This design comes from an exercise in tuning for small area on the open sky130 flow, not from production work. The RTL was checked by simulation tests, not by an equivalence proof against the original design. The clock port is modelled as an ideal driver; clocking choices that lean on that would not hold on a real chip.

Design multi_colour_bbox, start of the top module:
module multi_colour_bbox #(
  parameter int          IMAGE_W      = 640,
  parameter int          IMAGE_H      = 480,
  parameter int          NUM_COL      = 3,
  parameter int          MSG_INTERVAL = 6,
  parameter int          FIFO_DEPTH   = 64,
  parameter int          MIN_PIX      = 16,
  parameter logic [23:0] BB_COL_DEF   = 24'h00ff00
) (
  input  logic        clk,
  input  logic        reset_n,
  input  logic        s_chipselect,
  input  logic        s_read,
  input  logic        s_write,
  input  logic [3:0]  s_address,
  input  logic [31:0] s_writedata,
  output logic [31:0] s_readdata,
  input  logic [23:0] sink_data,
  input  logic        sink_valid,
  input  logic        sink_sop,
  input  logic        sink_eop,
  output logic        sink_ready,
  output logic [23:0] source_data,
  output logic        source_valid,
  output logic        source_sop,
  output logic        source_eop,
  input  logic        source_ready,
  input  logic        mode
);
  localparam int XW    = 10;
  localparam int YW    = 11;
  localparam int MW    = 9;
  localparam int BURST = 1 + 2 * NUM_COL;
  localparam int NBOX  = FIFO_DEPTH - FIFO_DEPTH / BURST;    
  localparam int BW    = 1 + XW + MW;                       
  localparam int NBX   = (NBOX + 1) / 2;                    
  localparam int CW    = $clog2(MIN_PIX + 1);               
  typedef enum logic [1:0] {IDLE, HDR, BOXA, BOXB} st_t;
  logic [23:0] r_min [NUM_COL];
  logic [23:0] r_max [NUM_COL];
  logic [23:0] r_bb_col;
  logic [7:0]  r_status;
  logic          r_video;
  logic [XW-1:0] r_x;
  logic [YW-1:0] r_y;
  logic [XW-1:0] r_sxmin [NUM_COL];
  logic [XW-1:0] r_sxmax [NUM_COL];
  logic [MW-1:0] r_symin [NUM_COL];
  logic [YW-1:0] r_symax [NUM_COL];
  ...
For scale: roughly 5,300 cells after synthesis, ~1,700 flip-flops, roughly 130 I/O pins, about 67,000 um^2 of cells after synthesis.
==> flow/config.mk <==
export PLATFORM = sky130hd
export DESIGN_NAME = multi_colour_bbox
export DESIGN_NICKNAME = multi_colour_bbox
export VERILOG_FILES = /design/flow/design.v
export SDC_FILE = /design/flow/constraint.sdc
export NUM_CORES = 4
export LEC_CHECK = 0
export CAP_MARGIN = 20
export CORE_MARGIN = 2
export CORE_UTILIZATION = 70
export SLEW_MARGIN = 20
==> flow/constraint.sdc <==
create_clock -name core_clock -period 10.0 [get_ports {clk}]
set_input_delay 2.0000 -clock core_clock [delete_from_list [all_inputs] [get_ports {clk}]]
set_output_delay 2.0000 -clock core_clock [all_outputs]
set_load 0.01 [all_outputs]
standard.sh (not shown) runs the stock make flow with config.mk's settings and CLKGATE_MAP_FILE= SYNTH_SCRIPT=/design/flow/synth_recipe.tcl, a recipe that flattens the netlist after the stock synthesis.
==> flow/flow/run.sh <==
#!/bin/bash
# The standard layout (standard.sh), with three changes that only affect
# area: an area-oriented ABC mapping script, adders left to ABC instead of the
# half/full-adder cells, and a leaner clock tree (no dummy loads, larger sink
# clusters). Port buffers use the smallest buffer.
set -euo pipefail
HERE=$(pwd)
rm -rf "$HERE/scripts_local"
cp -r "$FLOW_HOME/scripts" "$HERE/scripts_local"
cp "$HERE/flow/abc_area.script" "$HERE/scripts_local/abc_speed.script"
export SCRIPTS_DIR="$HERE/scripts_local"
export ADDER_MAP_FILE=
export BUFFER_PORTS_ARGS="-buffer_cell sky130_fd_sc_hd__buf_1"
export CTS_ARGS="-sink_clustering_enable -repair_clock_nets -dont_use_dummy_load -sink_clustering_size 25 -sink_clustering_max_diameter 80 -buf_list {sky130_fd_sc_hd__clkbuf_8 sky130_fd_sc_hd__clkbuf_16}"
bash standard.sh > standard.log 2>&1
==> flow/flow/abc_area.script <==
&get -n
&st
&syn2
&dch -f
&nf -a -p -R 1000 -C 32 -F 8 -A 8
&st
&dch -f
&nf -a -p -R 1000 -C 32 -F 8 -A 8
&put
topo
stime -c
dnsize -c
The baseline finished with timing, DRC and antenna clean.
Rerun with:
--- a/flow/config.mk
+++ b/flow/config.mk
@@ -10 +10 @@
-export CORE_UTILIZATION = 70
+export CORE_UTILIZATION = 85
This time the run failed in 5_1_grt, error GRT-0232.
Synthesized area does not change.
Synthesized cell count does not change.
Rerun with:
--- a/flow/flow/run.sh
+++ b/flow/flow/run.sh
@@ -14,0 +15 @@
+export POST_CTS_TCL="$HERE/flow/post_cts.tcl"
==> flow/flow/post_cts.tcl (new file) <==
# After CTS: downsize gates on paths with slack to spare, then re-legalise.
estimate_parasitics -placement
repair_timing -recover_power 100 -verbose
detailed_placement
check_placement -verbose
--- a/flow/config.mk
+++ b/flow/config.mk
@@ -10 +10 @@
-export CORE_UTILIZATION = 85
+export CORE_UTILIZATION = 75
Effect: The new run ran to the end with no violations. Area after synthesis does not change. Synthesized cell count does not change.

[separate check: timing with driven ports]
Ports are ideal in the flow. The routed layouts listed here were re-timed in OpenROAD. Step 1 (the two cells are an assumption about what drives the block):
set clk [get_ports {clk}]
set_driving_cell -lib_cell sky130_fd_sc_hd__clkbuf_16 $clk
set_driving_cell -lib_cell sky130_fd_sc_hd__buf_2 [delete_from_list [all_inputs] $clk]
Step 2, shift: input delay + t, output delay - t, t = (earliest + latest rising clock arrival at the registers) / 2. This alone moves slack from input paths to output paths. Slacks: ideal ports / drivers / drivers and shift; pairs: ideal ports / drivers.
run	shift t [ns]	setup slack, ns	hold WS [ns]	worst register clock-pin slew, ns	cell pins on the clock port's net
the first run	0.759	3.285 / 3.334 / 2.575	0.426 / 0.426 / 0.426	0.11 / 0.11	1
the third run	0.746	2.107 / 2.151 / 1.406	0.393 / 0.393 / 0.393	0.10 / 0.10	1
After both steps every run listed still meets setup and hold. The setup slack of the first run, which loses most, moves by +0.049 ns with the drivers and by -0.710 ns with both steps.
